This design comes from an exercise in tuning for small area and a short achievable clock period on the open sky130 flow, not from production work.
Function was checked by simulation only, so behaviour that the tests miss may differ from the original.
No driver is modelled on the clock port, so clocking that relies on it looks cheaper here than on a real chip.

==> flow/design.v <==
package qft_pkg;
    localparam int AMP_W = 8;
endpackage
`timescale 1ns/1ps
module qft_add9
(
    input  logic [8:0] a,
    input  logic [8:0] b,
    input  logic       k,
    output logic [8:0] t
);
    assign t = a + b + 9'(k);
endmodule
module qft_pre
#(
    parameter bit NEG = 1'b0
) (
    input  logic [8:0]  t,
    output logic [11:0] s2,
    output logic [11:0] c2,
    output logic        hi,
    output logic        lo,
    output logic        m80
);
    logic [11:0] u, x2, x3, s1, c1;
    logic        ge187, le_m187;
    assign u  = {{3{t[8]}}, t};
    if (NEG) begin : g_neg
        assign x2 = {u[9:0], 2'b00};
        assign x3 = {~u[7:0], 4'b1111};
    end else begin : g_pos
        assign x2 = {u[10:0], 1'b0};
        assign x3 = {u[8:0], 3'b000};
    end
    assign s1 = u ^ x2 ^ x3;
    assign c1 = {((u[10:0] & x2[10:0]) | (x3[10:0] & (u[10:0] ^ x2[10:0]))), NEG};
    assign s2 = s1;
    assign c2 = c1;
    assign ge187   = ~t[8] & t[7] & (t[6] | (t[5] & t[4] & t[3] & (t[2] | (t[1] & t[0]))));
    assign le_m187 =  t[8] & ~t[7] & (~t[6] | (~t[5] & ~t[4] & ~t[3] & (~t[2] | ~t[1])));
    assign hi = NEG ? le_m187 : ge187;
    assign lo = NEG ? ge187 : le_m187;
    assign m80 = lo | (t[8:1] == 8'hA3);
endmodule
module qft_post
(
    input  logic [11:0] s2,
    input  logic [11:0] c2,
    input  logic        hi,
    input  logic        lo,
    output logic [7:0]  y
);
    logic [11:0] p;
    assign p = s2 + c2;
    assign y = hi ? 8'h7f : (lo ? 8'h80 : p[11:4]);
endmodule
module qft_scale
#(
    parameter bit NEG = 1'b0
) (
    input  logic [8:0] t,
    output logic [7:0] y,
    output logic       m80
);
    logic [11:0] s2, c2;
    logic        hi, lo;
    qft_pre #(.NEG(NEG)) u_pre (.t(t), .s2(s2), .c2(c2), .hi(hi), .lo(lo), .m80(m80));
    qft_post u_post (.s2(s2), .c2(c2), .hi(hi), .lo(lo), .y(y));
endmodule
module qft_bfly
#(
    parameter bit NEG = 1'b0
) (
    input  logic [8:0] a,
    input  logic [8:0] b,
    input  logic       k,
    output logic [7:0] y,
    output logic       m80
);
    logic [8:0] t;
    qft_add9 u_add (.a(a), .b(b), .k(k), .t(t));
    qft_scale #(.NEG(NEG)) u_scale (.t(t), .y(y), .m80(m80));
endmodule
`timescale 1ns/1ps
module qft3_top
(
    input  logic        clk,
    input  logic        rst_n,
    input  logic        valid_i,
    input  logic [63:0] re_i,
    input  logic [63:0] im_i,
    output logic        valid_o,
    output logic [63:0] re_o,
    output logic [63:0] im_o
);
    logic [7:0] v_q;
    always_ff @(posedge clk or negedge rst_n) begin
        if (!rst_n) v_q <= '0;
        else        v_q <= {v_q[6:0], valid_i};
    end
    assign valid_o = v_q[7];
    logic [7:0] x_re0, x_im0;
    logic [7:0] x_re1, x_im1;
    logic [7:0] x_re2, x_im2;
    logic [7:0] x_re3, x_im3;
    logic [7:0] x_re4, x_im4;
    logic [7:0] x_re5, x_im5;
    logic [7:0] x_re6, x_im6;
    logic [7:0] x_re7, x_im7;
    logic [7:0] u1_h2_re0;
    logic       u1_h2_re0_m80;
    logic [8:0] u1_h2_re0_t;
    logic [7:0] u2_h2_im0;
    logic       u2_h2_im0_m80;
    logic [8:0] u2_h2_im0_t;
    logic [7:0] u3_h2_re4;
    logic       u3_h2_re4_m80;
    logic [8:0] u3_h2_re4_t;
    logic [7:0] u4_h2_im4;
    logic       u4_h2_im4_m80;
    logic [8:0] u4_h2_im4_t;
    logic [7:0] u5_h2_re1;
    logic       u5_h2_re1_m80;
    logic [8:0] u5_h2_re1_t;
    logic [7:0] u6_h2_im1;
    logic       u6_h2_im1_m80;
    logic [8:0] u6_h2_im1_t;
    logic [7:0] u7_h2_re5;
    logic       u7_h2_re5_m80;
    logic [8:0] u7_h2_re5_t;
    logic [7:0] u8_h2_im5;
    logic       u8_h2_im5_m80;
    logic [8:0] u8_h2_im5_t;
    logic [7:0] u9_h2_re2;
    logic       u9_h2_re2_m80;
    logic [8:0] u9_h2_re2_t;
    logic [7:0] u10_h2_im2;
    logic       u10_h2_im2_m80;
    logic [8:0] u10_h2_im2_t;
    logic [7:0] u11_h2_re6;
    logic       u11_h2_re6_m80;
    logic [8:0] u11_h2_re6_t;
    logic [7:0] u12_h2_im6;
    logic       u12_h2_im6_m80;
    logic [8:0] u12_h2_im6_t;
    logic [7:0] u13_h2_re3;
    logic       u13_h2_re3_m80;
    logic [8:0] u13_h2_re3_t;
    logic [7:0] u14_h2_im3;
    logic       u14_h2_im3_m80;
    logic [8:0] u14_h2_im3_t;
    logic [7:0] u15_h2_re7;
    logic       u15_h2_re7_m80;
    logic [8:0] u15_h2_re7_t;
    logic [7:0] u16_h2_im7;
    logic       u16_h2_im7_m80;
    logic [8:0] u16_h2_im7_t;
    logic [7:0] u17_cp_re5;
    logic       u17_cp_re5_m80;
    logic [8:0] u17_cp_re5_t;
    logic [7:0] u18_cp_im5;
    logic       u18_cp_im5_m80;
    logic [8:0] u18_cp_im5_t;
    logic [7:0] u19_cp_re7;
    logic       u19_cp_re7_m80;
    logic [8:0] u19_cp_re7_t;
    logic [7:0] u20_cp_im7;
    logic       u20_cp_im7_m80;
    logic [8:0] u20_cp_im7_t;
    logic [7:0] u21_h1_re0;
    logic       u21_h1_re0_m80;
    logic [8:0] u21_h1_re0_t;
    logic [7:0] u22_h1_im0;
    logic       u22_h1_im0_m80;
    logic [8:0] u22_h1_im0_t;
    logic [7:0] u23_h1_re2;
    logic       u23_h1_re2_m80;
    logic [8:0] u23_h1_re2_t;
    logic [7:0] u24_h1_im2;
    logic       u24_h1_im2_m80;
    logic [8:0] u24_h1_im2_t;
    logic [7:0] u25_h1_re1;
    logic       u25_h1_re1_m80;
    logic [8:0] u25_h1_re1_t;
    logic [7:0] u26_h1_im1;
    logic       u26_h1_im1_m80;
    logic [8:0] u26_h1_im1_t;
    logic [7:0] u27_h1_re3;
    logic       u27_h1_re3_m80;
    logic [8:0] u27_h1_re3_t;
    logic [7:0] u28_h1_im3;
    logic       u28_h1_im3_m80;
    logic [8:0] u28_h1_im3_t;
    logic [7:0] u29_h1_re4;
    logic       u29_h1_re4_m80;
    logic [8:0] u29_h1_re4_t;
    logic [7:0] u30_h1_im4;
    logic       u30_h1_im4_m80;
    logic [8:0] u30_h1_im4_t;
    logic [7:0] u31_h1_re6;
    logic       u31_h1_re6_m80;
    logic [8:0] u31_h1_re6_t;
    logic [7:0] u32_h1_im6;
    logic       u32_h1_im6_m80;
    logic [8:0] u32_h1_im6_t;
    logic [7:0] u33_h1_re5;
    logic       u33_h1_re5_m80;
    logic [8:0] u33_h1_re5_t;
    logic [7:0] u34_h1_im5;
    logic       u34_h1_im5_m80;
    logic [8:0] u34_h1_im5_t;
    logic [7:0] u35_h1_re7;
    logic       u35_h1_re7_m80;
    logic [8:0] u35_h1_re7_t;
    logic [7:0] u36_h1_im7;
    logic       u36_h1_im7_m80;
    logic [8:0] u36_h1_im7_t;
    logic [7:0] u37_h0_re0;
    logic       u37_h0_re0_m80;
    logic [8:0] u37_h0_re0_t;
    logic [7:0] u38_h0_im0;
    logic       u38_h0_im0_m80;
    logic [8:0] u38_h0_im0_t;
    logic [7:0] u39_h0_re1;
    logic       u39_h0_re1_m80;
    logic [8:0] u39_h0_re1_t;
    logic [7:0] u40_h0_im1;
    logic       u40_h0_im1_m80;
    logic [8:0] u40_h0_im1_t;
    logic [7:0] u41_h0_re2;
    logic       u41_h0_re2_m80;
    logic [8:0] u41_h0_re2_t;
    logic [7:0] u42_h0_im2;
    logic       u42_h0_im2_m80;
    logic [8:0] u42_h0_im2_t;
    logic [7:0] u43_h0_re3;
    logic       u43_h0_re3_m80;
    logic [8:0] u43_h0_re3_t;
    logic [7:0] u44_h0_im3;
    logic       u44_h0_im3_m80;
    logic [8:0] u44_h0_im3_t;
    logic [7:0] u45_h0_re4;
    logic       u45_h0_re4_m80;
    logic [8:0] u45_h0_re4_t;
    logic [7:0] u46_h0_im4;
    logic       u46_h0_im4_m80;
    logic [8:0] u46_h0_im4_t;
    logic [7:0] u47_h0_re5;
    logic       u47_h0_re5_m80;
    logic [8:0] u47_h0_re5_t;
    logic [7:0] u48_h0_im5;
    logic       u48_h0_im5_m80;
    logic [8:0] u48_h0_im5_t;
    logic [7:0] u49_h0_re6;
    logic       u49_h0_re6_m80;
    logic [8:0] u49_h0_re6_t;
    logic [7:0] u50_h0_im6;
    logic       u50_h0_im6_m80;
    logic [8:0] u50_h0_im6_t;
    logic [7:0] u51_h0_re7;
    logic       u51_h0_re7_m80;
    logic [8:0] u51_h0_re7_t;
    logic [7:0] u52_h0_im7;
    logic       u52_h0_im7_m80;
    logic [8:0] u52_h0_im7_t;
    logic [8:0] u1_h2_re0_t_d1;
    logic [8:0] u2_h2_im0_t_d1;
    logic [8:0] u3_h2_re4_t_d1;
    logic [8:0] u4_h2_im4_t_d1;
    logic [8:0] u5_h2_re1_t_d1;
    logic [8:0] u6_h2_im1_t_d1;
    logic [8:0] u7_h2_re5_t_d1;
    logic [8:0] u8_h2_im5_t_d1;
    logic [8:0] u9_h2_re2_t_d1;
    logic [8:0] u10_h2_im2_t_d1;
    logic [8:0] u11_h2_re6_t_d1;
    logic [8:0] u12_h2_im6_t_d1;
    logic [8:0] u13_h2_re3_t_d1;
    logic [8:0] u14_h2_im3_t_d1;
    logic [8:0] u15_h2_re7_t_d1;
    logic [8:0] u16_h2_im7_t_d1;
    logic [7:0] u7_h2_re5_d2;
    logic [7:0] u8_h2_im5_d2;
    logic [8:0] u17_cp_re5_t_d3;
    logic [8:0] u18_cp_im5_t_d3;
    logic [7:0] u16_h2_im7_d2;
    logic       u16_h2_im7_m80_d2;
    logic [7:0] u15_h2_re7_d2;
    logic [8:0] u19_cp_re7_t_d3;
    logic [8:0] u20_cp_im7_t_d3;
    logic [7:0] u1_h2_re0_d2;
    logic [7:0] u1_h2_re0_d3;
    logic [7:0] u1_h2_re0_d4;
    logic [7:0] u9_h2_re2_d2;
    logic [7:0] u9_h2_re2_d3;
    logic [7:0] u9_h2_re2_d4;
    logic [8:0] u21_h1_re0_t_d5;
    logic [7:0] u2_h2_im0_d2;
    logic [7:0] u2_h2_im0_d3;
    logic [7:0] u2_h2_im0_d4;
    logic [7:0] u10_h2_im2_d2;
    logic [7:0] u10_h2_im2_d3;
    logic [7:0] u10_h2_im2_d4;
    logic [8:0] u22_h1_im0_t_d5;
    logic [8:0] u23_h1_re2_t_d5;
    logic [8:0] u24_h1_im2_t_d5;
    logic [7:0] u5_h2_re1_d2;
    logic [7:0] u5_h2_re1_d3;
    logic [7:0] u5_h2_re1_d4;
    logic [7:0] u13_h2_re3_d2;
    logic [7:0] u13_h2_re3_d3;
    logic [7:0] u13_h2_re3_d4;
    logic [8:0] u25_h1_re1_t_d5;
    logic [7:0] u6_h2_im1_d2;
    logic [7:0] u6_h2_im1_d3;
    logic [7:0] u6_h2_im1_d4;
    logic [7:0] u14_h2_im3_d2;
    logic [7:0] u14_h2_im3_d3;
    logic [7:0] u14_h2_im3_d4;
    logic [8:0] u26_h1_im1_t_d5;
    logic [8:0] u27_h1_re3_t_d5;
    logic [8:0] u28_h1_im3_t_d5;
    logic [7:0] u3_h2_re4_d2;
    logic [7:0] u3_h2_re4_d3;
    logic [7:0] u3_h2_re4_d4;
    logic [7:0] u12_h2_im6_d2;
    logic [7:0] u12_h2_im6_d3;
    logic [7:0] u12_h2_im6_d4;
    logic       u12_h2_im6_m80_d2;
    logic       u12_h2_im6_m80_d3;
    logic       u12_h2_im6_m80_d4;
    logic [8:0] u29_h1_re4_t_d5;
    logic [7:0] u4_h2_im4_d2;
    logic [7:0] u4_h2_im4_d3;
    logic [7:0] u4_h2_im4_d4;
    logic [7:0] u11_h2_re6_d2;
    logic [7:0] u11_h2_re6_d3;
    logic [7:0] u11_h2_re6_d4;
    logic [8:0] u30_h1_im4_t_d5;
    logic [8:0] u31_h1_re6_t_d5;
    logic [8:0] u32_h1_im6_t_d5;
    logic [7:0] u17_cp_re5_d4;
    logic [7:0] u19_cp_re7_d4;
    logic [8:0] u33_h1_re5_t_d5;
    logic [7:0] u18_cp_im5_d4;
    logic [7:0] u20_cp_im7_d4;
    logic [8:0] u34_h1_im5_t_d5;
    logic [8:0] u35_h1_re7_t_d5;
    logic [8:0] u36_h1_im7_t_d5;
    logic [7:0] u21_h1_re0_d6;
    logic [7:0] u25_h1_re1_d6;
    logic [8:0] u37_h0_re0_t_d7;
    logic [7:0] u22_h1_im0_d6;
    logic [7:0] u26_h1_im1_d6;
    logic [8:0] u38_h0_im0_t_d7;
    logic [8:0] u39_h0_re1_t_d7;
    logic [8:0] u40_h0_im1_t_d7;
    logic [7:0] u23_h1_re2_d6;
    logic [7:0] u28_h1_im3_d6;
    logic       u28_h1_im3_m80_d6;
    logic [8:0] u41_h0_re2_t_d7;
    logic [7:0] u24_h1_im2_d6;
    logic [7:0] u27_h1_re3_d6;
    logic [8:0] u42_h0_im2_t_d7;
    logic [8:0] u43_h0_re3_t_d7;
    logic [8:0] u44_h0_im3_t_d7;
    logic [7:0] u29_h1_re4_d6;
    logic [7:0] u33_h1_re5_d6;
    logic [8:0] u45_h0_re4_t_d7;
    logic [7:0] u30_h1_im4_d6;
    logic [7:0] u34_h1_im5_d6;
    logic [8:0] u46_h0_im4_t_d7;
    logic [8:0] u47_h0_re5_t_d7;
    logic [8:0] u48_h0_im5_t_d7;
    logic [7:0] u31_h1_re6_d6;
    logic [7:0] u36_h1_im7_d6;
    logic       u36_h1_im7_m80_d6;
    logic [8:0] u49_h0_re6_t_d7;
    logic [7:0] u32_h1_im6_d6;
    logic [7:0] u35_h1_re7_d6;
    logic [8:0] u50_h0_im6_t_d7;
    logic [8:0] u51_h0_re7_t_d7;
    logic [8:0] u52_h0_im7_t_d7;
    logic [7:0] u37_h0_re0_d8;
    logic [7:0] u38_h0_im0_d8;
    logic [7:0] u45_h0_re4_d8;
    logic [7:0] u46_h0_im4_d8;
    logic [7:0] u41_h0_re2_d8;
    logic [7:0] u42_h0_im2_d8;
    logic [7:0] u49_h0_re6_d8;
    logic [7:0] u50_h0_im6_d8;
    logic [7:0] u39_h0_re1_d8;
    logic [7:0] u40_h0_im1_d8;
    logic [7:0] u47_h0_re5_d8;
    logic [7:0] u48_h0_im5_d8;
    logic [7:0] u43_h0_re3_d8;
    logic [7:0] u44_h0_im3_d8;
    logic [7:0] u51_h0_re7_d8;
    logic [7:0] u52_h0_im7_d8;
    assign x_re0 = re_i[7:0];
    assign x_im0 = im_i[7:0];
    assign x_re1 = re_i[15:8];
    assign x_im1 = im_i[15:8];
    assign x_re2 = re_i[23:16];
    assign x_im2 = im_i[23:16];
    assign x_re3 = re_i[31:24];
    assign x_im3 = im_i[31:24];
    assign x_re4 = re_i[39:32];
    assign x_im4 = im_i[39:32];
    assign x_re5 = re_i[47:40];
    assign x_im5 = im_i[47:40];
    assign x_re6 = re_i[55:48];
    assign x_im6 = im_i[55:48];
    assign x_re7 = re_i[63:56];
    assign x_im7 = im_i[63:56];
    qft_add9 u_u1_h2_re0_a (.a({x_re0[7], x_re0}), .b({x_re4[7], x_re4}), .k(1'b0), .t(u1_h2_re0_t));
    qft_scale #(.NEG(0)) u_u1_h2_re0_s (.t(u1_h2_re0_t_d1), .y(u1_h2_re0), .m80(u1_h2_re0_m80));
    qft_add9 u_u2_h2_im0_a (.a({x_im0[7], x_im0}), .b({x_im4[7], x_im4}), .k(1'b0), .t(u2_h2_im0_t));
    qft_scale #(.NEG(0)) u_u2_h2_im0_s (.t(u2_h2_im0_t_d1), .y(u2_h2_im0), .m80(u2_h2_im0_m80));
    qft_add9 u_u3_h2_re4_a (.a({x_re0[7], x_re0}), .b(~{x_re4[7], x_re4}), .k(1'b1), .t(u3_h2_re4_t));
    qft_scale #(.NEG(0)) u_u3_h2_re4_s (.t(u3_h2_re4_t_d1), .y(u3_h2_re4), .m80(u3_h2_re4_m80));
    qft_add9 u_u4_h2_im4_a (.a({x_im0[7], x_im0}), .b(~{x_im4[7], x_im4}), .k(1'b1), .t(u4_h2_im4_t));
    qft_scale #(.NEG(0)) u_u4_h2_im4_s (.t(u4_h2_im4_t_d1), .y(u4_h2_im4), .m80(u4_h2_im4_m80));
    qft_add9 u_u5_h2_re1_a (.a({x_re1[7], x_re1}), .b({x_re5[7], x_re5}), .k(1'b0), .t(u5_h2_re1_t));
    qft_scale #(.NEG(0)) u_u5_h2_re1_s (.t(u5_h2_re1_t_d1), .y(u5_h2_re1), .m80(u5_h2_re1_m80));
    qft_add9 u_u6_h2_im1_a (.a({x_im1[7], x_im1}), .b({x_im5[7], x_im5}), .k(1'b0), .t(u6_h2_im1_t));
    qft_scale #(.NEG(0)) u_u6_h2_im1_s (.t(u6_h2_im1_t_d1), .y(u6_h2_im1), .m80(u6_h2_im1_m80));
    qft_add9 u_u7_h2_re5_a (.a({x_re1[7], x_re1}), .b(~{x_re5[7], x_re5}), .k(1'b1), .t(u7_h2_re5_t));
    qft_scale #(.NEG(0)) u_u7_h2_re5_s (.t(u7_h2_re5_t_d1), .y(u7_h2_re5), .m80(u7_h2_re5_m80));
    qft_add9 u_u8_h2_im5_a (.a({x_im1[7], x_im1}), .b(~{x_im5[7], x_im5}), .k(1'b1), .t(u8_h2_im5_t));
    qft_scale #(.NEG(0)) u_u8_h2_im5_s (.t(u8_h2_im5_t_d1), .y(u8_h2_im5), .m80(u8_h2_im5_m80));
    qft_add9 u_u9_h2_re2_a (.a({x_re2[7], x_re2}), .b({x_re6[7], x_re6}), .k(1'b0), .t(u9_h2_re2_t));
    qft_scale #(.NEG(0)) u_u9_h2_re2_s (.t(u9_h2_re2_t_d1), .y(u9_h2_re2), .m80(u9_h2_re2_m80));
    qft_add9 u_u10_h2_im2_a (.a({x_im2[7], x_im2}), .b({x_im6[7], x_im6}), .k(1'b0), .t(u10_h2_im2_t));
    qft_scale #(.NEG(0)) u_u10_h2_im2_s (.t(u10_h2_im2_t_d1), .y(u10_h2_im2), .m80(u10_h2_im2_m80));
    qft_add9 u_u11_h2_re6_a (.a({x_re2[7], x_re2}), .b(~{x_re6[7], x_re6}), .k(1'b1), .t(u11_h2_re6_t));
    qft_scale #(.NEG(0)) u_u11_h2_re6_s (.t(u11_h2_re6_t_d1), .y(u11_h2_re6), .m80(u11_h2_re6_m80));
    qft_add9 u_u12_h2_im6_a (.a({x_im2[7], x_im2}), .b(~{x_im6[7], x_im6}), .k(1'b1), .t(u12_h2_im6_t));
    qft_scale #(.NEG(0)) u_u12_h2_im6_s (.t(u12_h2_im6_t_d1), .y(u12_h2_im6), .m80(u12_h2_im6_m80));
    qft_add9 u_u13_h2_re3_a (.a({x_re3[7], x_re3}), .b({x_re7[7], x_re7}), .k(1'b0), .t(u13_h2_re3_t));
    qft_scale #(.NEG(0)) u_u13_h2_re3_s (.t(u13_h2_re3_t_d1), .y(u13_h2_re3), .m80(u13_h2_re3_m80));
    qft_add9 u_u14_h2_im3_a (.a({x_im3[7], x_im3}), .b({x_im7[7], x_im7}), .k(1'b0), .t(u14_h2_im3_t));
    qft_scale #(.NEG(0)) u_u14_h2_im3_s (.t(u14_h2_im3_t_d1), .y(u14_h2_im3), .m80(u14_h2_im3_m80));
    qft_add9 u_u15_h2_re7_a (.a({x_re3[7], x_re3}), .b(~{x_re7[7], x_re7}), .k(1'b1), .t(u15_h2_re7_t));
    qft_scale #(.NEG(0)) u_u15_h2_re7_s (.t(u15_h2_re7_t_d1), .y(u15_h2_re7), .m80(u15_h2_re7_m80));
    qft_add9 u_u16_h2_im7_a (.a({x_im3[7], x_im3}), .b(~{x_im7[7], x_im7}), .k(1'b1), .t(u16_h2_im7_t));
    qft_scale #(.NEG(0)) u_u16_h2_im7_s (.t(u16_h2_im7_t_d1), .y(u16_h2_im7), .m80(u16_h2_im7_m80));
    qft_add9 u_u17_cp_re5_a (.a({u7_h2_re5_d2[7], u7_h2_re5_d2}), .b(~{u8_h2_im5_d2[7], u8_h2_im5_d2}), .k(1'b1), .t(u17_cp_re5_t));
    qft_scale #(.NEG(0)) u_u17_cp_re5_s (.t(u17_cp_re5_t_d3), .y(u17_cp_re5), .m80(u17_cp_re5_m80));
    qft_add9 u_u18_cp_im5_a (.a({u7_h2_re5_d2[7], u7_h2_re5_d2}), .b({u8_h2_im5_d2[7], u8_h2_im5_d2}), .k(1'b0), .t(u18_cp_im5_t));
    qft_scale #(.NEG(0)) u_u18_cp_im5_s (.t(u18_cp_im5_t_d3), .y(u18_cp_im5), .m80(u18_cp_im5_m80));
    qft_add9 u_u19_cp_re7_a (.a({u16_h2_im7_d2[7], u16_h2_im7_d2}), .b({u15_h2_re7_d2[7], u15_h2_re7_d2}), .k(u16_h2_im7_m80_d2), .t(u19_cp_re7_t));
    qft_scale #(.NEG(1)) u_u19_cp_re7_s (.t(u19_cp_re7_t_d3), .y(u19_cp_re7), .m80(u19_cp_re7_m80));
    qft_add9 u_u20_cp_im7_a (.a(~{u16_h2_im7_d2[7], u16_h2_im7_d2}), .b({u15_h2_re7_d2[7], u15_h2_re7_d2}), .k(~u16_h2_im7_m80_d2), .t(u20_cp_im7_t));
    qft_scale #(.NEG(0)) u_u20_cp_im7_s (.t(u20_cp_im7_t_d3), .y(u20_cp_im7), .m80(u20_cp_im7_m80));
    qft_add9 u_u21_h1_re0_a (.a({u1_h2_re0_d4[7], u1_h2_re0_d4}), .b({u9_h2_re2_d4[7], u9_h2_re2_d4}), .k(1'b0), .t(u21_h1_re0_t));
    qft_scale #(.NEG(0)) u_u21_h1_re0_s (.t(u21_h1_re0_t_d5), .y(u21_h1_re0), .m80(u21_h1_re0_m80));
    qft_add9 u_u22_h1_im0_a (.a({u2_h2_im0_d4[7], u2_h2_im0_d4}), .b({u10_h2_im2_d4[7], u10_h2_im2_d4}), .k(1'b0), .t(u22_h1_im0_t));
    qft_scale #(.NEG(0)) u_u22_h1_im0_s (.t(u22_h1_im0_t_d5), .y(u22_h1_im0), .m80(u22_h1_im0_m80));
    qft_add9 u_u23_h1_re2_a (.a({u1_h2_re0_d4[7], u1_h2_re0_d4}), .b(~{u9_h2_re2_d4[7], u9_h2_re2_d4}), .k(1'b1), .t(u23_h1_re2_t));
    qft_scale #(.NEG(0)) u_u23_h1_re2_s (.t(u23_h1_re2_t_d5), .y(u23_h1_re2), .m80(u23_h1_re2_m80));
    qft_add9 u_u24_h1_im2_a (.a({u2_h2_im0_d4[7], u2_h2_im0_d4}), .b(~{u10_h2_im2_d4[7], u10_h2_im2_d4}), .k(1'b1), .t(u24_h1_im2_t));
    qft_scale #(.NEG(0)) u_u24_h1_im2_s (.t(u24_h1_im2_t_d5), .y(u24_h1_im2), .m80(u24_h1_im2_m80));
    qft_add9 u_u25_h1_re1_a (.a({u5_h2_re1_d4[7], u5_h2_re1_d4}), .b({u13_h2_re3_d4[7], u13_h2_re3_d4}), .k(1'b0), .t(u25_h1_re1_t));
    qft_scale #(.NEG(0)) u_u25_h1_re1_s (.t(u25_h1_re1_t_d5), .y(u25_h1_re1), .m80(u25_h1_re1_m80));
    qft_add9 u_u26_h1_im1_a (.a({u6_h2_im1_d4[7], u6_h2_im1_d4}), .b({u14_h2_im3_d4[7], u14_h2_im3_d4}), .k(1'b0), .t(u26_h1_im1_t));
    qft_scale #(.NEG(0)) u_u26_h1_im1_s (.t(u26_h1_im1_t_d5), .y(u26_h1_im1), .m80(u26_h1_im1_m80));
    qft_add9 u_u27_h1_re3_a (.a({u5_h2_re1_d4[7], u5_h2_re1_d4}), .b(~{u13_h2_re3_d4[7], u13_h2_re3_d4}), .k(1'b1), .t(u27_h1_re3_t));
    qft_scale #(.NEG(0)) u_u27_h1_re3_s (.t(u27_h1_re3_t_d5), .y(u27_h1_re3), .m80(u27_h1_re3_m80));
    qft_add9 u_u28_h1_im3_a (.a({u6_h2_im1_d4[7], u6_h2_im1_d4}), .b(~{u14_h2_im3_d4[7], u14_h2_im3_d4}), .k(1'b1), .t(u28_h1_im3_t));
    qft_scale #(.NEG(0)) u_u28_h1_im3_s (.t(u28_h1_im3_t_d5), .y(u28_h1_im3), .m80(u28_h1_im3_m80));
    qft_add9 u_u29_h1_re4_a (.a({u3_h2_re4_d4[7], u3_h2_re4_d4}), .b(~{u12_h2_im6_d4[7], u12_h2_im6_d4}), .k(~u12_h2_im6_m80_d4), .t(u29_h1_re4_t));
    qft_scale #(.NEG(0)) u_u29_h1_re4_s (.t(u29_h1_re4_t_d5), .y(u29_h1_re4), .m80(u29_h1_re4_m80));
    qft_add9 u_u30_h1_im4_a (.a({u4_h2_im4_d4[7], u4_h2_im4_d4}), .b({u11_h2_re6_d4[7], u11_h2_re6_d4}), .k(1'b0), .t(u30_h1_im4_t));
    qft_scale #(.NEG(0)) u_u30_h1_im4_s (.t(u30_h1_im4_t_d5), .y(u30_h1_im4), .m80(u30_h1_im4_m80));
    qft_add9 u_u31_h1_re6_a (.a({u3_h2_re4_d4[7], u3_h2_re4_d4}), .b({u12_h2_im6_d4[7], u12_h2_im6_d4}), .k(u12_h2_im6_m80_d4), .t(u31_h1_re6_t));
    qft_scale #(.NEG(0)) u_u31_h1_re6_s (.t(u31_h1_re6_t_d5), .y(u31_h1_re6), .m80(u31_h1_re6_m80));
    qft_add9 u_u32_h1_im6_a (.a({u4_h2_im4_d4[7], u4_h2_im4_d4}), .b(~{u11_h2_re6_d4[7], u11_h2_re6_d4}), .k(1'b1), .t(u32_h1_im6_t));
    qft_scale #(.NEG(0)) u_u32_h1_im6_s (.t(u32_h1_im6_t_d5), .y(u32_h1_im6), .m80(u32_h1_im6_m80));
    qft_add9 u_u33_h1_re5_a (.a({u17_cp_re5_d4[7], u17_cp_re5_d4}), .b({u19_cp_re7_d4[7], u19_cp_re7_d4}), .k(1'b0), .t(u33_h1_re5_t));
    qft_scale #(.NEG(0)) u_u33_h1_re5_s (.t(u33_h1_re5_t_d5), .y(u33_h1_re5), .m80(u33_h1_re5_m80));
    qft_add9 u_u34_h1_im5_a (.a({u18_cp_im5_d4[7], u18_cp_im5_d4}), .b({u20_cp_im7_d4[7], u20_cp_im7_d4}), .k(1'b0), .t(u34_h1_im5_t));
    qft_scale #(.NEG(0)) u_u34_h1_im5_s (.t(u34_h1_im5_t_d5), .y(u34_h1_im5), .m80(u34_h1_im5_m80));
    qft_add9 u_u35_h1_re7_a (.a({u17_cp_re5_d4[7], u17_cp_re5_d4}), .b(~{u19_cp_re7_d4[7], u19_cp_re7_d4}), .k(1'b1), .t(u35_h1_re7_t));
    qft_scale #(.NEG(0)) u_u35_h1_re7_s (.t(u35_h1_re7_t_d5), .y(u35_h1_re7), .m80(u35_h1_re7_m80));
    qft_add9 u_u36_h1_im7_a (.a({u18_cp_im5_d4[7], u18_cp_im5_d4}), .b(~{u20_cp_im7_d4[7], u20_cp_im7_d4}), .k(1'b1), .t(u36_h1_im7_t));
    qft_scale #(.NEG(0)) u_u36_h1_im7_s (.t(u36_h1_im7_t_d5), .y(u36_h1_im7), .m80(u36_h1_im7_m80));
    qft_add9 u_u37_h0_re0_a (.a({u21_h1_re0_d6[7], u21_h1_re0_d6}), .b({u25_h1_re1_d6[7], u25_h1_re1_d6}), .k(1'b0), .t(u37_h0_re0_t));
    qft_scale #(.NEG(0)) u_u37_h0_re0_s (.t(u37_h0_re0_t_d7), .y(u37_h0_re0), .m80(u37_h0_re0_m80));
    qft_add9 u_u38_h0_im0_a (.a({u22_h1_im0_d6[7], u22_h1_im0_d6}), .b({u26_h1_im1_d6[7], u26_h1_im1_d6}), .k(1'b0), .t(u38_h0_im0_t));
    qft_scale #(.NEG(0)) u_u38_h0_im0_s (.t(u38_h0_im0_t_d7), .y(u38_h0_im0), .m80(u38_h0_im0_m80));
    qft_add9 u_u39_h0_re1_a (.a({u21_h1_re0_d6[7], u21_h1_re0_d6}), .b(~{u25_h1_re1_d6[7], u25_h1_re1_d6}), .k(1'b1), .t(u39_h0_re1_t));
    qft_scale #(.NEG(0)) u_u39_h0_re1_s (.t(u39_h0_re1_t_d7), .y(u39_h0_re1), .m80(u39_h0_re1_m80));
    qft_add9 u_u40_h0_im1_a (.a({u22_h1_im0_d6[7], u22_h1_im0_d6}), .b(~{u26_h1_im1_d6[7], u26_h1_im1_d6}), .k(1'b1), .t(u40_h0_im1_t));
    qft_scale #(.NEG(0)) u_u40_h0_im1_s (.t(u40_h0_im1_t_d7), .y(u40_h0_im1), .m80(u40_h0_im1_m80));
    qft_add9 u_u41_h0_re2_a (.a({u23_h1_re2_d6[7], u23_h1_re2_d6}), .b(~{u28_h1_im3_d6[7], u28_h1_im3_d6}), .k(~u28_h1_im3_m80_d6), .t(u41_h0_re2_t));
    qft_scale #(.NEG(0)) u_u41_h0_re2_s (.t(u41_h0_re2_t_d7), .y(u41_h0_re2), .m80(u41_h0_re2_m80));
    qft_add9 u_u42_h0_im2_a (.a({u24_h1_im2_d6[7], u24_h1_im2_d6}), .b({u27_h1_re3_d6[7], u27_h1_re3_d6}), .k(1'b0), .t(u42_h0_im2_t));
    qft_scale #(.NEG(0)) u_u42_h0_im2_s (.t(u42_h0_im2_t_d7), .y(u42_h0_im2), .m80(u42_h0_im2_m80));
    qft_add9 u_u43_h0_re3_a (.a({u23_h1_re2_d6[7], u23_h1_re2_d6}), .b({u28_h1_im3_d6[7], u28_h1_im3_d6}), .k(u28_h1_im3_m80_d6), .t(u43_h0_re3_t));
    qft_scale #(.NEG(0)) u_u43_h0_re3_s (.t(u43_h0_re3_t_d7), .y(u43_h0_re3), .m80(u43_h0_re3_m80));
    qft_add9 u_u44_h0_im3_a (.a({u24_h1_im2_d6[7], u24_h1_im2_d6}), .b(~{u27_h1_re3_d6[7], u27_h1_re3_d6}), .k(1'b1), .t(u44_h0_im3_t));
    qft_scale #(.NEG(0)) u_u44_h0_im3_s (.t(u44_h0_im3_t_d7), .y(u44_h0_im3), .m80(u44_h0_im3_m80));
    qft_add9 u_u45_h0_re4_a (.a({u29_h1_re4_d6[7], u29_h1_re4_d6}), .b({u33_h1_re5_d6[7], u33_h1_re5_d6}), .k(1'b0), .t(u45_h0_re4_t));
    qft_scale #(.NEG(0)) u_u45_h0_re4_s (.t(u45_h0_re4_t_d7), .y(u45_h0_re4), .m80(u45_h0_re4_m80));
    qft_add9 u_u46_h0_im4_a (.a({u30_h1_im4_d6[7], u30_h1_im4_d6}), .b({u34_h1_im5_d6[7], u34_h1_im5_d6}), .k(1'b0), .t(u46_h0_im4_t));
    qft_scale #(.NEG(0)) u_u46_h0_im4_s (.t(u46_h0_im4_t_d7), .y(u46_h0_im4), .m80(u46_h0_im4_m80));
    qft_add9 u_u47_h0_re5_a (.a({u29_h1_re4_d6[7], u29_h1_re4_d6}), .b(~{u33_h1_re5_d6[7], u33_h1_re5_d6}), .k(1'b1), .t(u47_h0_re5_t));
    qft_scale #(.NEG(0)) u_u47_h0_re5_s (.t(u47_h0_re5_t_d7), .y(u47_h0_re5), .m80(u47_h0_re5_m80));
    qft_add9 u_u48_h0_im5_a (.a({u30_h1_im4_d6[7], u30_h1_im4_d6}), .b(~{u34_h1_im5_d6[7], u34_h1_im5_d6}), .k(1'b1), .t(u48_h0_im5_t));
    qft_scale #(.NEG(0)) u_u48_h0_im5_s (.t(u48_h0_im5_t_d7), .y(u48_h0_im5), .m80(u48_h0_im5_m80));
    qft_add9 u_u49_h0_re6_a (.a({u31_h1_re6_d6[7], u31_h1_re6_d6}), .b(~{u36_h1_im7_d6[7], u36_h1_im7_d6}), .k(~u36_h1_im7_m80_d6), .t(u49_h0_re6_t));
    qft_scale #(.NEG(0)) u_u49_h0_re6_s (.t(u49_h0_re6_t_d7), .y(u49_h0_re6), .m80(u49_h0_re6_m80));
    qft_add9 u_u50_h0_im6_a (.a({u32_h1_im6_d6[7], u32_h1_im6_d6}), .b({u35_h1_re7_d6[7], u35_h1_re7_d6}), .k(1'b0), .t(u50_h0_im6_t));
    qft_scale #(.NEG(0)) u_u50_h0_im6_s (.t(u50_h0_im6_t_d7), .y(u50_h0_im6), .m80(u50_h0_im6_m80));
    qft_add9 u_u51_h0_re7_a (.a({u31_h1_re6_d6[7], u31_h1_re6_d6}), .b({u36_h1_im7_d6[7], u36_h1_im7_d6}), .k(u36_h1_im7_m80_d6), .t(u51_h0_re7_t));
    qft_scale #(.NEG(0)) u_u51_h0_re7_s (.t(u51_h0_re7_t_d7), .y(u51_h0_re7), .m80(u51_h0_re7_m80));
    qft_add9 u_u52_h0_im7_a (.a({u32_h1_im6_d6[7], u32_h1_im6_d6}), .b(~{u35_h1_re7_d6[7], u35_h1_re7_d6}), .k(1'b1), .t(u52_h0_im7_t));
    qft_scale #(.NEG(0)) u_u52_h0_im7_s (.t(u52_h0_im7_t_d7), .y(u52_h0_im7), .m80(u52_h0_im7_m80));
    assign re_o[7:0] = u37_h0_re0_d8;
    assign im_o[7:0] = u38_h0_im0_d8;
    assign re_o[15:8] = u45_h0_re4_d8;
    assign im_o[15:8] = u46_h0_im4_d8;
    assign re_o[23:16] = u41_h0_re2_d8;
    assign im_o[23:16] = u42_h0_im2_d8;
    assign re_o[31:24] = u49_h0_re6_d8;
    assign im_o[31:24] = u50_h0_im6_d8;
    assign re_o[39:32] = u39_h0_re1_d8;
    assign im_o[39:32] = u40_h0_im1_d8;
    assign re_o[47:40] = u47_h0_re5_d8;
    assign im_o[47:40] = u48_h0_im5_d8;
    assign re_o[55:48] = u43_h0_re3_d8;
    assign im_o[55:48] = u44_h0_im3_d8;
    assign re_o[63:56] = u51_h0_re7_d8;
    assign im_o[63:56] = u52_h0_im7_d8;
    always_ff @(posedge clk) begin
        u1_h2_re0_t_d1 <= u1_h2_re0_t;
        u2_h2_im0_t_d1 <= u2_h2_im0_t;
        u3_h2_re4_t_d1 <= u3_h2_re4_t;
        u4_h2_im4_t_d1 <= u4_h2_im4_t;
        u5_h2_re1_t_d1 <= u5_h2_re1_t;
        u6_h2_im1_t_d1 <= u6_h2_im1_t;
        u7_h2_re5_t_d1 <= u7_h2_re5_t;
        u8_h2_im5_t_d1 <= u8_h2_im5_t;
        u9_h2_re2_t_d1 <= u9_h2_re2_t;
        u10_h2_im2_t_d1 <= u10_h2_im2_t;
        u11_h2_re6_t_d1 <= u11_h2_re6_t;
        u12_h2_im6_t_d1 <= u12_h2_im6_t;
        u13_h2_re3_t_d1 <= u13_h2_re3_t;
        u14_h2_im3_t_d1 <= u14_h2_im3_t;
        u15_h2_re7_t_d1 <= u15_h2_re7_t;
        u16_h2_im7_t_d1 <= u16_h2_im7_t;
        u7_h2_re5_d2 <= u7_h2_re5;
        u8_h2_im5_d2 <= u8_h2_im5;
        u17_cp_re5_t_d3 <= u17_cp_re5_t;
        u18_cp_im5_t_d3 <= u18_cp_im5_t;
        u16_h2_im7_d2 <= u16_h2_im7;
        u16_h2_im7_m80_d2 <= u16_h2_im7_m80;
        u15_h2_re7_d2 <= u15_h2_re7;
        u19_cp_re7_t_d3 <= u19_cp_re7_t;
        u20_cp_im7_t_d3 <= u20_cp_im7_t;
        u1_h2_re0_d2 <= u1_h2_re0;
        u1_h2_re0_d3 <= u1_h2_re0_d2;
        u1_h2_re0_d4 <= u1_h2_re0_d3;
        u9_h2_re2_d2 <= u9_h2_re2;
        u9_h2_re2_d3 <= u9_h2_re2_d2;
        u9_h2_re2_d4 <= u9_h2_re2_d3;
        u21_h1_re0_t_d5 <= u21_h1_re0_t;
        u2_h2_im0_d2 <= u2_h2_im0;
        u2_h2_im0_d3 <= u2_h2_im0_d2;
        u2_h2_im0_d4 <= u2_h2_im0_d3;
        u10_h2_im2_d2 <= u10_h2_im2;
        u10_h2_im2_d3 <= u10_h2_im2_d2;
        u10_h2_im2_d4 <= u10_h2_im2_d3;
        u22_h1_im0_t_d5 <= u22_h1_im0_t;
        u23_h1_re2_t_d5 <= u23_h1_re2_t;
        u24_h1_im2_t_d5 <= u24_h1_im2_t;
        u5_h2_re1_d2 <= u5_h2_re1;
        u5_h2_re1_d3 <= u5_h2_re1_d2;
        u5_h2_re1_d4 <= u5_h2_re1_d3;
        u13_h2_re3_d2 <= u13_h2_re3;
        u13_h2_re3_d3 <= u13_h2_re3_d2;
        u13_h2_re3_d4 <= u13_h2_re3_d3;
        u25_h1_re1_t_d5 <= u25_h1_re1_t;
        u6_h2_im1_d2 <= u6_h2_im1;
        u6_h2_im1_d3 <= u6_h2_im1_d2;
        u6_h2_im1_d4 <= u6_h2_im1_d3;
        u14_h2_im3_d2 <= u14_h2_im3;
        u14_h2_im3_d3 <= u14_h2_im3_d2;
        u14_h2_im3_d4 <= u14_h2_im3_d3;
        u26_h1_im1_t_d5 <= u26_h1_im1_t;
        u27_h1_re3_t_d5 <= u27_h1_re3_t;
        u28_h1_im3_t_d5 <= u28_h1_im3_t;
        u3_h2_re4_d2 <= u3_h2_re4;
        u3_h2_re4_d3 <= u3_h2_re4_d2;
        u3_h2_re4_d4 <= u3_h2_re4_d3;
        u12_h2_im6_d2 <= u12_h2_im6;
        u12_h2_im6_d3 <= u12_h2_im6_d2;
        u12_h2_im6_d4 <= u12_h2_im6_d3;
        u12_h2_im6_m80_d2 <= u12_h2_im6_m80;
        u12_h2_im6_m80_d3 <= u12_h2_im6_m80_d2;
        u12_h2_im6_m80_d4 <= u12_h2_im6_m80_d3;
        u29_h1_re4_t_d5 <= u29_h1_re4_t;
        u4_h2_im4_d2 <= u4_h2_im4;
        u4_h2_im4_d3 <= u4_h2_im4_d2;
        u4_h2_im4_d4 <= u4_h2_im4_d3;
        u11_h2_re6_d2 <= u11_h2_re6;
        u11_h2_re6_d3 <= u11_h2_re6_d2;
        u11_h2_re6_d4 <= u11_h2_re6_d3;
        u30_h1_im4_t_d5 <= u30_h1_im4_t;
        u31_h1_re6_t_d5 <= u31_h1_re6_t;
        u32_h1_im6_t_d5 <= u32_h1_im6_t;
        u17_cp_re5_d4 <= u17_cp_re5;
        u19_cp_re7_d4 <= u19_cp_re7;
        u33_h1_re5_t_d5 <= u33_h1_re5_t;
        u18_cp_im5_d4 <= u18_cp_im5;
        u20_cp_im7_d4 <= u20_cp_im7;
        u34_h1_im5_t_d5 <= u34_h1_im5_t;
        u35_h1_re7_t_d5 <= u35_h1_re7_t;
        u36_h1_im7_t_d5 <= u36_h1_im7_t;
        u21_h1_re0_d6 <= u21_h1_re0;
        u25_h1_re1_d6 <= u25_h1_re1;
        u37_h0_re0_t_d7 <= u37_h0_re0_t;
        u22_h1_im0_d6 <= u22_h1_im0;
        u26_h1_im1_d6 <= u26_h1_im1;
        u38_h0_im0_t_d7 <= u38_h0_im0_t;
        u39_h0_re1_t_d7 <= u39_h0_re1_t;
        u40_h0_im1_t_d7 <= u40_h0_im1_t;
        u23_h1_re2_d6 <= u23_h1_re2;
        u28_h1_im3_d6 <= u28_h1_im3;
        u28_h1_im3_m80_d6 <= u28_h1_im3_m80;
        u41_h0_re2_t_d7 <= u41_h0_re2_t;
        u24_h1_im2_d6 <= u24_h1_im2;
        u27_h1_re3_d6 <= u27_h1_re3;
        u42_h0_im2_t_d7 <= u42_h0_im2_t;
        u43_h0_re3_t_d7 <= u43_h0_re3_t;
        u44_h0_im3_t_d7 <= u44_h0_im3_t;
        u29_h1_re4_d6 <= u29_h1_re4;
        u33_h1_re5_d6 <= u33_h1_re5;
        u45_h0_re4_t_d7 <= u45_h0_re4_t;
        u30_h1_im4_d6 <= u30_h1_im4;
        u34_h1_im5_d6 <= u34_h1_im5;
        u46_h0_im4_t_d7 <= u46_h0_im4_t;
        u47_h0_re5_t_d7 <= u47_h0_re5_t;
        u48_h0_im5_t_d7 <= u48_h0_im5_t;
        u31_h1_re6_d6 <= u31_h1_re6;
        u36_h1_im7_d6 <= u36_h1_im7;
        u36_h1_im7_m80_d6 <= u36_h1_im7_m80;
        u49_h0_re6_t_d7 <= u49_h0_re6_t;
        u32_h1_im6_d6 <= u32_h1_im6;
        u35_h1_re7_d6 <= u35_h1_re7;
        u50_h0_im6_t_d7 <= u50_h0_im6_t;
        u51_h0_re7_t_d7 <= u51_h0_re7_t;
        u52_h0_im7_t_d7 <= u52_h0_im7_t;
        u37_h0_re0_d8 <= u37_h0_re0;
        u38_h0_im0_d8 <= u38_h0_im0;
        u45_h0_re4_d8 <= u45_h0_re4;
        u46_h0_im4_d8 <= u46_h0_im4;
        u41_h0_re2_d8 <= u41_h0_re2;
        u42_h0_im2_d8 <= u42_h0_im2;
        u49_h0_re6_d8 <= u49_h0_re6;
        u50_h0_im6_d8 <= u50_h0_im6;
        u39_h0_re1_d8 <= u39_h0_re1;
        u40_h0_im1_d8 <= u40_h0_im1;
        u47_h0_re5_d8 <= u47_h0_re5;
        u48_h0_im5_d8 <= u48_h0_im5;
        u43_h0_re3_d8 <= u43_h0_re3;
        u44_h0_im3_d8 <= u44_h0_im3;
        u51_h0_re7_d8 <= u51_h0_re7;
        u52_h0_im7_d8 <= u52_h0_im7;
    end
endmodule
==> flow/flow/run.sh <==
#!/bin/bash
# The standard layout with two changes:
#  - the ports get the smallest buffer (buf_1) instead of the default one;
#  - right after clock tree synthesis (before the CTS step's timing repair), flops inside the
#    pipeline whose incoming paths are tighter than their outgoing ones get one clock buffer
#    of delay (useful skew between internal registers only; the flops fed by the inputs and
#    the valid chain are left alone). See skew_hook.tcl.
# Each tool's output goes to a log of its own in this folder.
set -euo pipefail
export BUFFER_PORTS_ARGS="-buffer_cell sky130_fd_sc_hd__buf_1"
bash standard.sh synth > synth.log 2>&1
bash standard.sh place > place.log 2>&1
SKIP_CTS_REPAIR_TIMING=1 POST_CTS_TCL="$PWD/flow/skew_hook.tcl" \
  SKEW_DELTA=0.08 SKEW_BUF=sky130_fd_sc_hd__clkbuf_1 SKEW_IO_PATTERNS='*_h2_*_t_d1* v_q*' \
  bash standard.sh cts > cts.log 2>&1
bash standard.sh finish > route_finish.log 2>&1
==> flow/flow/skew_hook.tcl <==
# Runs inside ORFS's CTS step (POST_CTS_TCL), after clock tree synthesis and before timing
# repair (SKIP_CTS_REPAIR_TIMING=1 skips the step's own repair, which this file then runs).
# Useful skew for the internal register-to-register paths: a flop whose incoming paths are
# tighter than its outgoing ones gets one buffer of delay on its clock pin. Flops that capture
# from the input ports (first stage sums) and the valid chain are left alone.
estimate_parasitics -placement
puts "skew: before: worst slack [format %.3f [sta::worst_slack -max]] hold [format %.3f [sta::worst_slack -min]]"
set delta $::env(SKEW_DELTA)
set block [ord::get_db_block]
set master [[ord::get_db] findMaster $::env(SKEW_BUF)]
set io_pat $::env(SKEW_IO_PATTERNS)
set chosen {}
foreach reg [all_registers -edge_triggered -cells] {
  set n [get_full_name $reg]
  set skip 0
  foreach p $io_pat { if {[string match $p $n]} { set skip 1 } }
  if {$skip} continue
  set d [get_pins -of_objects $reg -filter "name==D"]
  set q [get_pins -of_objects $reg -filter "name==Q"]
  if {$d eq "" || $q eq ""} continue
  set sin [get_property $d slack_max]
  set sout [get_property $q slack_max]
  if {$sin + $delta < $sout - $delta} { lappend chosen [sta::sta_to_db_inst $reg] }
}
puts "skew: flops to delay: [llength $chosen]"
set k 0
foreach inst $chosen {
  set ck [$inst findITerm CLK]
  set cnet [$ck getNet]
  set b [odb::dbInst_create $block $master "skewbuf_$k"]
  set net [odb::dbNet_create $block "skewclk_$k"]
  $net setSigType CLOCK
  $ck disconnect
  $ck connect $net
  [$b findITerm A] connect $cnet
  [$b findITerm X] connect $net
  set loc [$inst getLocation]
  $b setLocation [lindex $loc 0] [lindex $loc 1]
  $b setPlacementStatus PLACED
  incr k
}
global_connect
detailed_placement
estimate_parasitics -placement
puts "skew: after: worst slack [format %.3f [sta::worst_slack -max]] hold [format %.3f [sta::worst_slack -min]]"
# the CTS step's own repair, as cts.tcl runs it
repair_timing_helper
detailed_placement
check_placement -verbose
estimate_parasitics -placement
puts "skew: after repair: worst slack [format %.3f [sta::worst_slack -max]] hold [format %.3f [sta::worst_slack -min]]"
==> flow/standard.sh <==
#!/bin/bash
# synth_recipe.tcl (not shown) runs the flow's synth.tcl, then flattens the netlist and writes it again
# the make line also repeats each setting of config.mk as NAME=value (left out here)
make -C /OpenROAD-flow-scripts/flow DESIGN_CONFIG=/design/flow/config.mk WORK_HOME=/design/flow/orfs CLKGATE_MAP_FILE= SYNTH_SCRIPT=/design/flow/synth_recipe.tcl "${@:-finish}"
==> flow/config.mk <==
export PLATFORM = sky130hd
export DESIGN_NAME = qft3_top
export DESIGN_NICKNAME = qft3_top
export VERILOG_FILES = /design/flow/design.v
export SDC_FILE = /design/flow/constraint.sdc
export NUM_CORES = 4
export LEC_CHECK = 0
export CAP_MARGIN = 20
export CORE_MARGIN = 2
export CORE_UTILIZATION = 40
export CTS_CLUSTER_DIAMETER = 150
export CTS_CLUSTER_SIZE = 24
export SETUP_SLACK_MARGIN = 1.6
export SLEW_MARGIN = 20
==> flow/constraint.sdc <==
create_clock -name core_clock -period 4.0 [get_ports {clk}]
set_input_delay 0.8000 -clock core_clock [delete_from_list [all_inputs] [get_ports {clk}]]
set_output_delay 0.8000 -clock core_clock [all_outputs]
set_load 0.01 [all_outputs]
==> results of run 1 <==
==> metal layers <==
metal,vias up,global-route usage
met4,8,0.0359
met3,125,0.0204
met5,-,0
met1,21738,0.213
li1,23900,-
met2,444,0.254
==> logic make-up after synthesis <==
kind of cell	count (synthesis)	share of synthesized area
compound gates	1701	0.163
fa+ha+maj	1467	0.317
flops	1068	0.322
simple gates	1035	0.0744
buf+inv	770	0.0434
xor+xnor	612	0.0805
==> worst max-delay path: stages (launching register included) <==
cell and delay, ps:
dfxtp_4 360, fa_1 470, ha_1 300, a41o_1 260, and2_1 200, a31o_4 280
o22ai_2 130, nor2_1 60, o31a_1 270
==> metrics by stage <==
stage	instances	hold slack, ps	setup slack, ps	area, sq um
after floorplan	6653	310	1600	66600
after global placement	9062	311	1370	70200
after detailed placement	9062	312	1290	70200
after global routing	9495	167	1500	74200
final	9496	216	1640	74200
==> worst max-delay path by stage <==
stage,endpoint,cells past startpoint,slack (ps)
after floorplan,u20_cp_im7_d4[7]$_SDFF_PP0_,8,1600
after global placement,u34_h1_im5_d6[7]$_SDFF_PP0_,8,1370
after detailed placement,u39_h0_re1_d8[7]$_SDFF_PP0_,7,1290
after global routing,u10_h2_im2_d2[6]$_SDFF_PP1_,9,1500
final,u24_h1_im2_d6[7]$_SDFF_PP0_,8,1640
==> cells in the final DEF, fill, tap and decap left out, types with 74 or more instances in the layout <==
| master | n |
|---|---|
| ha_1 | 1087 |
| dfxtp_1 | 825 |
| inv_1 | 726 |
| o21ai_0 | 499 |
| a21oi_1 | 398 |
| fa_1 | 372 |
| xnor2_1 | 354 |
| clkbuf_1 | 350 |
| nor2_1 | 335 |
| buf_1 | 259 |
| xor2_1 | 258 |
| nand2_1 | 248 |
| dfxtp_2 | 177 |
| nor2b_1 | 129 |
| o21bai_1 | 116 |
| nand2b_1 | 78 |
| a21o_1 | 74 |
==> final cells by class, without the clock buffers <==
type                    count  share of cell area
diodes                      1           0.0000337
inverters                 726              0.0367
multi-input cells        4815               0.580
repair buffers            293              0.0166
plain buffers             349              0.0177
clock inverters             4            0.000675
flip-flops and latches   1068               0.295
well taps                2189              0.0369
==> flow_summary_export.csv, run 1 <==
group,metric,value,unit
worst_setup_path,reg2reg_slack,1640,ps
route,wl_met3,4110,um
floorplan,start_util,0.403,
worst_setup_path,startpoint,"u24_h1_im2_t_d5[0]$_DFF_P_",
floorplan,die_w,412,um
logic_synthesis,yosysTopAreaCellShare,0.319,
timing,fin_crit_sh,0.590,
global_route,gr-total-overflow,0,
route,avgRoutedWirePerCell,14.1,um
global_route,grt_pass1_wl,219000,um
route,drc,0,
min_path,worstHoldStart,"valid_i",
route,routed_wirelength,134000,um
route,met2_wirelength,60400,um
clock_network,cts_sinks,1068,
logic_synthesis,synth_edf_count,0,
timing,worst-slew-pin-transition,760,ps
logic_synthesis,ys_seq_elements,1068,
worst_setup_path,reg2reg_from,"u24_h1_im2_t_d5[0]$_DFF_P_",
worst_setup_path,rr_endpoint,"u24_h1_im2_d6[7]$_SDFF_PP0_",
clock_network,clk_latency,790,ps
place,io_buffers,259,
worst_setup_path,critPathKind,"reg2reg",
logic_synthesis,synth_commonest_cells,"ha_1 (1,095), dfxtp_1 (1,060), inv_1 (726), o21ai_0 (512), a21oi_1 (425)",
worst_setup_path,r2r.worst_path.cells,8,
finish,multi_input_area,43000,sq um
route,met1_length,66500,um
finish,fin_nets,8901,
floorplan,dieArea,170000,sq um
logic_synthesis,netlist_instances,6653,
timing,fin_skew,114,ps
global_route,track_usage,0.154,
timing,relSlewSlack,0.492,
worst_setup_path,end_kind,"flip-flop",
clock_network,cts.clk_slew.worst_paths,100,ps
timing,hold_violations,0,
route,top_layer,"met5",
timing,fin_crit,2360,ps
worst_setup_path,start_kind,"flip-flop",
route,initialDrtViolationCount,1846,
route,routed_via_density,4.87,
worst_setup_path,cp.required,4670,ps
logic_synthesis,ys.warnings.count,1,
global_route,grt_max_degree,26,
logic_synthesis,syn_avg_cell_area,10.0,sq um
timing,setup_viol,0,
floorplan,core.rowCount,149,
worst_setup_path,worst-path-max-fanout,4,
clock_network,cts_tree,"done",
min_path,min_path_cells,1,
timing,max_freq,424,MHz
logic_synthesis,ys_types,62,
logic_synthesis,post-synth-top-area-cell,"dfxtp_1",
worst_setup_path,critPathArrivalTime,3030,ps
floorplan,die_y,412,um
finish,syn2layout_area_growth,11.4,%
floorplan,coreArea,165000,sq um
finish,seq_area,21900,sq um
logic_synthesis,seq_area_frac_synth,0.322,
run_status,outcome,"complete, no violations",
logic_synthesis,synth.most_common_cell,"ha_1",
logic_synthesis,synthFlopType,"dfxtp_1",
timing,tns,0,ps
route,ant_nets,0,
route,first_pass_iters,5,
place,dp_hpwl,108000,um
global_route,grt_pass1_vias,44581,
logic_synthesis,syn_area,66600,sq um
finish,final_core_util,0.449,
floorplan,ioPinCount,260,
min_path,hold_class,"in2reg",
run,cap_violations,0,
min_path,hold_path_end,"v_q[0]$_DFF_PN0_",
logic_synthesis,async_flop_share,0.00749,
logic_synthesis,synthesis.nets,8251,
finish,nFillCells,15965,
route,vias,46215,
timing,finalMaxSlewViolations,0,
place,routabilityCongestion,0.860,
timing,rsz0062_at_grt,"yes",
logic_synthesis,synth.area.top_cells,"dfxtp_1 (32%), ha_1 (21%), fa_1 (11%)",
finish,layout-drive-gt1-share,0.0657,
global_route,antenna_found_initial,6,
==> run 2, diff against run 1 <==
==> flow/flow/run.sh (replaced) <==
#!/bin/bash
# The standard layout with two changes:
#  - the ports get the smallest buffer (buf_1) instead of the default one;
#  - after clock tree synthesis, flops inside the pipeline whose incoming paths are
#    tighter than their outgoing ones get one clock buffer of delay (useful skew between
#    internal registers only; flops fed by the inputs and the valid chain are left alone).
# Each tool's output goes to a log of its own in this folder.
set -euo pipefail
export BUFFER_PORTS_ARGS="-buffer_cell sky130_fd_sc_hd__buf_1"
bash standard.sh synth > synth.log 2>&1
bash standard.sh cts > place_cts.log 2>&1
R=orfs/results/sky130hd/qft3_top/base
PLATFORM_DIR="$FLOW_HOME/platforms/sky130hd" IN_ODB=$R/4_cts.odb IN_SDC=$R/4_cts.sdc OUT_ODB=$R/4_cts.odb \
  SKEW_DELTA=0.08 SKEW_BUF=sky130_fd_sc_hd__clkbuf_1 SKEW_BELOW=2.0 \
  SKEW_IO_PATTERNS='*_h2_*_t_d1* v_q*' \
  openroad -no_init -exit flow/skew.tcl > skew.log 2>&1
bash standard.sh finish > route_finish.log 2>&1
==> flow/flow/skew.tcl (new file) <==
# Useful skew for the internal register-to-register paths: give a flop whose incoming
# paths are tighter than its outgoing ones a small clock delay (one buffer on its clock
# pin). Flops that capture from input ports or launch to output ports are left alone.
set plat $::env(PLATFORM_DIR)
read_lef $plat/lef/sky130_fd_sc_hd.tlef
read_lef $plat/lef/sky130_fd_sc_hd_merged.lef
read_liberty $plat/lib/sky130_fd_sc_hd__tt_025C_1v80.lib
read_db $::env(IN_ODB)
read_sdc $::env(IN_SDC)
source $plat/setRC.tcl
set_propagated_clock [all_clocks]
estimate_parasitics -placement
puts "before: worst slack [format %.3f [sta::worst_slack -max]] hold [format %.3f [sta::worst_slack -min]]"
set delta $::env(SKEW_DELTA)
set bufm $::env(SKEW_BUF)
set block [ord::get_db_block]
set master [[ord::get_db] findMaster $bufm]
# flops next to the ports
# (by name: the first stage's sums, the output stage and the valid chain)
set io_pat $::env(SKEW_IO_PATTERNS)
set chosen {}
foreach reg [all_registers -edge_triggered -cells] {
  set n [get_full_name $reg]
  set skip 0
  foreach p $io_pat { if {[string match $p $n]} { set skip 1 } }
  if {$skip} continue
  set d [get_pins -of_objects $reg -filter "name==D"]
  set q [get_pins -of_objects $reg -filter "name==Q"]
  if {$d eq "" || $q eq ""} continue
  set sin [get_property $d slack_max]
  set sout [get_property $q slack_max]
  if {$sin + $delta < $sout - $delta && $sin < $::env(SKEW_BELOW)} { lappend chosen [sta::sta_to_db_inst $reg] }
}
puts "flops to delay: [llength $chosen]"
set k 0
foreach inst $chosen {
  set ck [$inst findITerm CLK]
  set cnet [$ck getNet]
  set b [odb::dbInst_create $block $master "skewbuf_$k"]
  set net [odb::dbNet_create $block "skewclk_$k"]
  $net setSigType CLOCK
  $ck disconnect
  $ck connect $net
  [$b findITerm A] connect $cnet
  [$b findITerm X] connect $net
  set loc [$inst getLocation]
  $b setLocation [lindex $loc 0] [lindex $loc 1]
  $b setPlacementStatus PLACED
  incr k
}
global_connect
detailed_placement
check_placement
estimate_parasitics -placement
puts "after: worst slack [format %.3f [sta::worst_slack -max]] hold [format %.3f [sta::worst_slack -min]]"
if {[info exists ::env(OUT_ODB)]} { write_db $::env(OUT_ODB) }
--- a/flow/config.mk
+++ b/flow/config.mk
@@ -11,4 +11,4 @@
 export CTS_CLUSTER_DIAMETER = 150
 export CTS_CLUSTER_SIZE = 24
-export SETUP_SLACK_MARGIN = 1.6
+export SETUP_SLACK_MARGIN = 1.8
 export SLEW_MARGIN = 20
removed: flow/flow/skew_hook.tcl
==> run 2 against run 1 <==
Synthesized cell count did not move; via count rose by 1.8%; cell count rose by 1.9%; fmax rose by 2.7%; register-to-register slack improved by 60 ps; highest routed layer unchanged; cell area rose by 5.5%; still clean on timing, DRC and antenna; core utilization rose by 2.5 points; critical path type unchanged; area after synthesis did not move.
==> flow_summary_export.csv, run 2 <==
group,metric,value,unit
timing,worst-slew-pin-transition,751,ps
global_route,track_usage,0.160,
route,ant_nets,0,
logic_synthesis,synthesis.nets,8251,
logic_synthesis,seq_area_frac_synth,0.322,
logic_synthesis,synth.most_common_cell,"ha_1",
logic_synthesis,yosysTopAreaCellShare,0.319,
clock_network,cts_max_level,2,
timing,hold_violations,0,
finish,nFillCells,15545,
worst_setup_path,critPathKind,"reg2reg",
finish,syn2layout_area_growth,17.5,%
logic_synthesis,syn_area,66600,sq um
timing,setup_slack,1700,ps
min_path,min_path_cells,1,
logic_synthesis,post-synth-top-area-cell,"dfxtp_1",
global_route,gr-total-overflow,0,
worst_setup_path,start_kind,"flip-flop",
floorplan,ioPinCount,260,
route,drc,0,
finish,fin_cells,9679,
clock_network,cts-buffers-inserted,50,
floorplan,core.rowCount,149,
finish,layout-drive-gt1-share,0.147,
clock_network,cts_sinks,1068,
logic_synthesis,ys_types,62,
finish,fin_nets,9070,
place,post-place-cells,9057,
place,io_buffers,259,
worst_setup_path,slowest_stage,"fa_1",
worst_setup_path,cp.required,4640,ps
clock_network,cts.path.max_buffers,3,
route,routed_wirelength,139000,um
run_status,outcome,"complete, no violations",
timing,fin_skew,124,ps
min_path,hold_path_end,"v_q[0]$_DFF_PN0_",
logic_synthesis,async_flop_share,0.00749,
place,dpl_worst_slack,1430,ps
worst_setup_path,worst-path-max-fanout,4,
min_path,hold_class,"in2reg",
worst_setup_path,crit_chain,"fa_1 -> ha_1 -> a41o_1 -> nand4_1 -> nand3_2 -> o31ai_4 -> nor3b_1 -> o41a_1",
place,dp_hpwl,109000,um
logic_synthesis,syn_avg_cell_area,10.0,sq um
route,initialDrtViolationCount,1929,
global_route,antenna_found_initial,3,
run,cap_violations,0,
global_route,grt_max_degree,26,
floorplan,start_util,0.403,
place,routabilityCongestion,0.846,
worst_setup_path,critPathArrivalTime,2940,ps
timing,fin_crit,2300,ps
timing,tns,0,ps
timing,relSlewSlack,0.498,
floorplan,die_w,412,um
finish,layout_common_cells,"ha_1 (1,037), inv_1 (720), dfxtp_1 (720), fa_1 (358), o21ai_0 (342)",
clock_network,clk_latency,800,ps
clock_network,cts_root_buf,"clkbuf_16",
route,avgRoutedWirePerCell,14.4,um
floorplan,dieArea,170000,sq um
worst_setup_path,r2r.worst_path.cells,8,
timing,fin_crit_sh,0.574,
floorplan,coreArea,165000,sq um
place,postPlaceCellArea,71000,sq um
route,routed_via_density,4.86,
worst_setup_path,rr_endpoint,"u18_cp_im5_d4[7]$_SDFF_PP0_",
floorplan,die_y,412,um
global_route,grt_pass1_vias,46259,
clock_network,cts.clk_slew.worst_paths,100,ps
timing,finalMaxSlewViolations,0,
global_route,grt_pass1_wl,228000,um
finish,layout_commonest_cell,"ha_1",
worst_setup_path,end_kind,"flip-flop",
logic_synthesis,synth.area.top_cells,"dfxtp_1 (32%), ha_1 (21%), fa_1 (11%)",
logic_synthesis,synth_commonest_cells,"ha_1 (1,095), dfxtp_1 (1,060), inv_1 (726), o21ai_0 (512), a21oi_1 (425)",
min_path,worstHoldStart,"valid_i",
finish,final_area,78300,sq um
worst_setup_path,reg2reg_from,"u18_cp_im5_t_d3[0]$_DFF_P_",
logic_synthesis,synthFlopType,"dfxtp_1",
timing,max_freq,436,MHz
worst_setup_path,slowest_delay,540,ps
clock_network,cts_tree,"done",
timing,rsz0062_at_grt,"yes",
logic_synthesis,netlist_instances,6653,
timing,setup_viol,0,
route,first_pass_iters,5,
logic_synthesis,synth_edf_count,0,
worst_setup_path,reg2reg_slack,1700,ps
route,vias,47032,
logic_synthesis,ys.warnings.count,1,
logic_synthesis,ys_seq_elements,1068,
==> run 2: per-layer routing <==
layer | GRT usage | vias to the layer above | part of all wire
met5 | 0 | - | 0.000093
met4 | 0.0293 | 2 | 0.016
met3 | 0.0167 | 115 | 0.027
met2 | 0.270 | 472 | 0.47
met1 | 0.221 | 22144 | 0.49
li1 | - | 24299 | -
==> run 2: repair_timing <==
| item | CTS | global route |
|---|---|---|
| resized for setup | 515 | 352 |
| setup endpoints to repair | 248 | 283 |
| hold buffers | 1 | 0 |
| pin swaps | 309 | 242 |
| setup buffers | 196 | 61 |
| cloned | 0 | 0 |
| hold endpoints to repair | 8 | 0 |
==> run 2: kinds of logic (layout without fill, tap and decap cells) <==
group                    after synthesis  after routing  share of synthesized area
AO/OA/AOI/OAI                       1701           1701                      0.163
adder cells (fa/ha/maj)             1467           1467                      0.317
flip-flops                          1068           1068                      0.322
AND/OR/NAND/NOR                     1035           1035                     0.0744
buffers and inverters                770           1605                     0.0434
XOR/XNOR                             612            612                     0.0805
other                                  0              2                          0
==> run 2: per-stage QoR <==
stage	utilization	hold WS [ps]
CTS	0.457	150
finish	0.474	211
detailed placement	0.430	312
global placement	0.430	311
global route	0.474	167
floorplan	-	310
==> run 2: worst max path at each step <==
stage,startpoint,to,depth (start not counted),slack [ps]
2_1_floorplan,u42_h0_im2_t_d7[2]$_DFF_P_,u42_h0_im2_d8[7]$_SDFF_PP0_,8,1720
3_3_place_gp,im_i[49],u12_h2_im6_t_d1[7]$_DFF_P_,9,1480
3_5_place_dp,im_i[49],u12_h2_im6_t_d1[7]$_DFF_P_,9,1430
4_1_cts,u6_h2_im1_t_d1[2]$_DFF_P_,u6_h2_im1_d2[7]$_SDFF_PP0_,8,1600
5_1_grt,u7_h2_re5_t_d1[0]$_DFF_P_,u7_h2_re5_d2[7]$_SDFF_PP0_,8,1640
6_report,u18_cp_im5_t_d3[0]$_DFF_P_,u18_cp_im5_d4[7]$_SDFF_PP0_,8,1700
==> run 2: area by class of cell <==
cell class,count,area (sq um),area share
repair buffers,517,3080,0.0393
multi-input cells,4815,45100,0.576
plain buffers,294,1100,0.0141
inverters,726,2730,0.0348
clock inverters,5,48.8,0.000623
well taps,2189,2740,0.0350
flip-flops and latches,1068,22200,0.284
diodes,2,5.00,0.0000639
clock buffers,63,1300,0.0166
==> run 2: critical path: cells and delay by family, from the launching register on <==
kind | cells | cell delay (ps)
and+or+nand+nor | 3 | 350
AOI/OAI and AO/OA | 3 | 780
adders and majority gates | 2 | 770
DFF | 1 | 380

separate check: timing with driven ports:
The results above use ideal ports. As a check the final layouts listed here were re-extracted and re-timed, cells and wires unchanged.
Step 1 assumes that a clkbuf_16 drives the clock port and a buf_2 every other input.
Step 2 adds t to the input delays and takes it off the output delays; t is the mean of the earliest and latest rising clock arrival at the registers after step 1. Input paths then give back, and output paths get back, about the clock's delay inside the block.
a / b / c = ideal / step 1 / step 2; a / b = the first two.
run | t, ns | setup slack, ns | worst setup path after step 2 | slew at the worst register clock pin (ns) | cell pins on the clock port's net
run 1 | 0.802 | 1.641 / 1.641 / 1.325 | input to register | 0.10 / 0.10 | 1
run 2 | 0.804 | 1.704 / 1.704 / 1.335 | input to register | 0.12 / 0.12 | 1
After both steps setup and hold are still met in every run listed. For run 2, which loses most, drivers alone change the setup slack by 0.000 ns; drivers and shift together by -0.369 ns.
